This design comes from an exercise in tuning for small area, a short achievable clock period and few clock cycles per item on the open sky130 flow, not from production work. At most, simulation tests tie the RTL to the original design; equivalence was not proved. Power figures rest on the tool's default switching activity, not on a simulated workload.

Design meter_telegram_line_parser_top, start of the top module:
module meter_telegram_line_parser_top #(
   parameter int VALUE_CHARS = 15
) (
   input  logic        clock,
   input  logic        reset,
   input  logic        req_tvalid,
   output logic        req_tready,
   input  logic [7:0]  req_tdata,    
   output logic        rsp_tvalid,
   input  logic        rsp_tready,
   output logic [55:0] rsp_tdata,    
   output logic        rsp_tuser     
);
   localparam int VALUE_BITS = 48;
   localparam logic [VALUE_BITS-1:0] VALUE_MAX = {VALUE_BITS{1'b1}};
   localparam logic [7:0] CHAR_NEWLINE = 8'h0A;
   localparam logic [7:0] CHAR_NUL     = 8'h00;
   localparam logic [7:0] CHAR_SLASH   = 8'h2F;
   localparam logic [7:0] CHAR_BANG    = 8'h21;
   localparam logic [7:0] CHAR_OPEN    = 8'h28;
   localparam logic [7:0] CHAR_CLOSE   = 8'h29;
   localparam logic [7:0] CHAR_STAR    = 8'h2A;
   localparam logic [7:0] CHAR_POINT   = 8'h2E;
   localparam logic [15:0] CRC_POLY = 16'hA001;
   localparam logic [15:0] CRC_INIT = 16'h0000;
   function automatic logic [15:0] crc_byte(input logic [15:0] c, input logic [7:0] b);
      logic [15:0] r;
      integer k;
      r = c ^ {8'h00, b};
      for (k = 0; k < 8; k = k + 1) begin
         r = r[0] ? ((r >> 1) ^ CRC_POLY) : (r >> 1);
      end
      crc_byte = r;
   endfunction
   function automatic logic [3:0] code_len(input logic [4:0] r);
      if (r >= 5'd1 && r <= 5'd12) code_len = 4'd9;
  ...
For scale: about 1,100 cells after synthesis, ~110 flip-flops, ~71 I/O pins.
clock: 8.0 ns
lec_check: 0
cap_margin: 20
core_margin: 2
core_utilization: 40
slew_margin: 20
run.sh (not shown) runs the stock make flow with config.mk's settings and CLKGATE_MAP_FILE= SYNTH_SCRIPT=/design/flow/synth_recipe.tcl, a recipe that flattens the netlist after the stock synthesis.
The baseline completed without violations.
Testbench counts at the start, summed over its fixed seeds: cycles 65,003, bytes 64,983.
Rerun with:
--- a/flow/config.mk
+++ b/flow/config.mk
@@ -9,3 +9,4 @@
 export CORE_MARGIN = 2
 export CORE_UTILIZATION = 40
+export SETUP_SLACK_MARGIN = 4.5
 export SLEW_MARGIN = 20
Global-route usage goes up by 0.91 points; power goes up by 1.7%; utilization goes up by 4.6 points.

meter_telegram_line_parser_top, a different RTL version from the one above (not shown whole).
Size in the first run: ~110 flip-flops, ~71 I/O pins, ~0.0080 mm2 of cells after synthesis.
clock: 8.0 ns
lec_check: 0
cap_margin: 20
core_margin: 2
core_utilization: 70
cts_buf_list: sky130_fd_sc_hd__clkbuf_8
place_density: 0.85
setup_slack_margin: 5
slew_margin: 20
standard.sh (not shown) runs the stock make flow with config.mk's settings and CLKGATE_MAP_FILE= SYNTH_SCRIPT=/design/flow/synth_recipe.tcl, a recipe that flattens the netlist after the stock synthesis.
==> flow/flow/run.sh <==
#!/bin/bash
# The standard layout, with the port buffers made of the smallest plain buffer
# (sky130_fd_sc_hd__buf_1) instead of the cell buffer_ports picks by itself.
set -euo pipefail
bash standard.sh synth > synth.log 2>&1
bash standard.sh BUFFER_PORTS_ARGS="-buffer_cell sky130_fd_sc_hd__buf_1" finish > layout.log 2>&1
The baseline produced a clean layout.
Testbench counts at the start, summed over its fixed seeds: cycles 65,003, bytes 64,983.
Then changed:
- CORE_UTILIZATION: 70 -> 60
- GPL_TIMING_DRIVEN: unset -> 1
- PLACE_DENSITY: 0.85 -> 0.75
After rerunning: Non-clock buffer count goes up by 4; sequential power is about the same; global-route usage drops by 4.8 points.
Then changed:
- GPL_TIMING_DRIVEN: 1 -> unset
Die area is unchanged; wire length does not change; worst setup slack stays the same; critical path depth is unchanged; cell count does not change; non-clock buffer count is unchanged.
Then changed:
- CAP_MARGIN: 20 -> 0
- SLEW_MARGIN: 20 -> 0
The new run went through all stages and came out clean.
Core utilization is unchanged.
Wire length does not change.
Power does not change.
Die area is unchanged.

## run K
Another version of the RTL of meter_telegram_line_parser_top (not shown whole).
For scale: about 110 flip-flops, about 8600 um^2 of cells after synthesis.
clock: 8.0 ns
lec_check: 0
cap_margin: 20
core_margin: 2
core_utilization: 60
cts_buf_list: sky130_fd_sc_hd__clkbuf_8
place_density: 0.75
setup_slack_margin: 5
slew_margin: 20
==> flow/flow/run.sh <==
#!/bin/bash
set -euo pipefail
bash standard.sh synth > synth.log 2>&1
bash standard.sh BUFFER_PORTS_ARGS="-buffer_cell sky130_fd_sc_hd__buf_1" SETUP_SLACK_MARGIN=5.3 finish > layout.log 2>&1
Input changes introduced in run R (baseline for comparison: run K):
==> flow/flow/run.sh <==
#!/bin/bash
# The standard layout, with the port buffers made of the smallest plain buffer
# (sky130_fd_sc_hd__buf_1) instead of the cell buffer_ports picks by itself.
set -euo pipefail
bash standard.sh synth > synth.log 2>&1
bash standard.sh BUFFER_PORTS_ARGS="-buffer_cell sky130_fd_sc_hd__buf_1" finish > layout.log 2>&1
## What came out
Run R has completed all stages; timing, DRC and antenna checks passed.
Non-clock buffer area fraction after layout was higher in run K than in run R.
The share of total power in sequential cells of run R exceeds that of run K by 2.4 points.
Required time of the critical path: run K vs run R — no meaningful difference
Comparing run K with run R, the register-to-register slack came out essentially unchanged.
Delta(post-route non-filler standard cell count, run R - run K) < 0
Compared with run K, run R shows cell area that has gone down by a little under 10%.
For run R, the capturing element of the worst setup path was u_line.acc_ff[30]$_SDFFE_PP0P_, unlike run K, where it was u_line.acc_ff[46]$_SDFFE_PP0P_.
Function was not checked in any run of this note: the RTL went through the layout flow alone.

-- afterwards: timing with drivers on the ports --
How much do the figures lean on ideal ports? The routed layouts below were timed once more, with nothing changed but the port constraints.
Step 1 assumes that a clkbuf_16 drives the clock port and a buf_2 every other input.
Step 2 also shifts input and output timing later by t, the mid clock arrival at the registers, as if the neighbouring blocks saw the same clock.
Three values: ideal, step 1, step 2; two values: the first two.
run | t, ns | setup WS [ns] | worst register clock-pin slew, ns
the first run of note 1 | 0.459 | 3.229 / 3.229 / 3.229 | 0.06 / 0.06
the second run of note 1 | 0.467 | 4.438 / 4.438 / 4.438 | 0.06 / 0.06
the first run of note 2 | 0.436 | 5.007 / 5.007 / 5.007 | 0.11 / 0.11
the second run of note 2 | 0.429 | 5.064 / 5.064 / 5.064 | 0.12 / 0.12
the third run of note 2 | 0.429 | 5.064 / 5.064 / 5.064 | 0.12 / 0.12
the fourth run of note 2 | 0.429 | 5.064 / 5.064 / 5.064 | 0.12 / 0.12
run K | 0.433 | 4.996 / 4.996 / 4.996 | 0.11 / 0.11
run R | 0.429 | 4.997 / 4.997 / 4.997 | 0.11 / 0.11
After both steps every run listed still meets setup and hold.
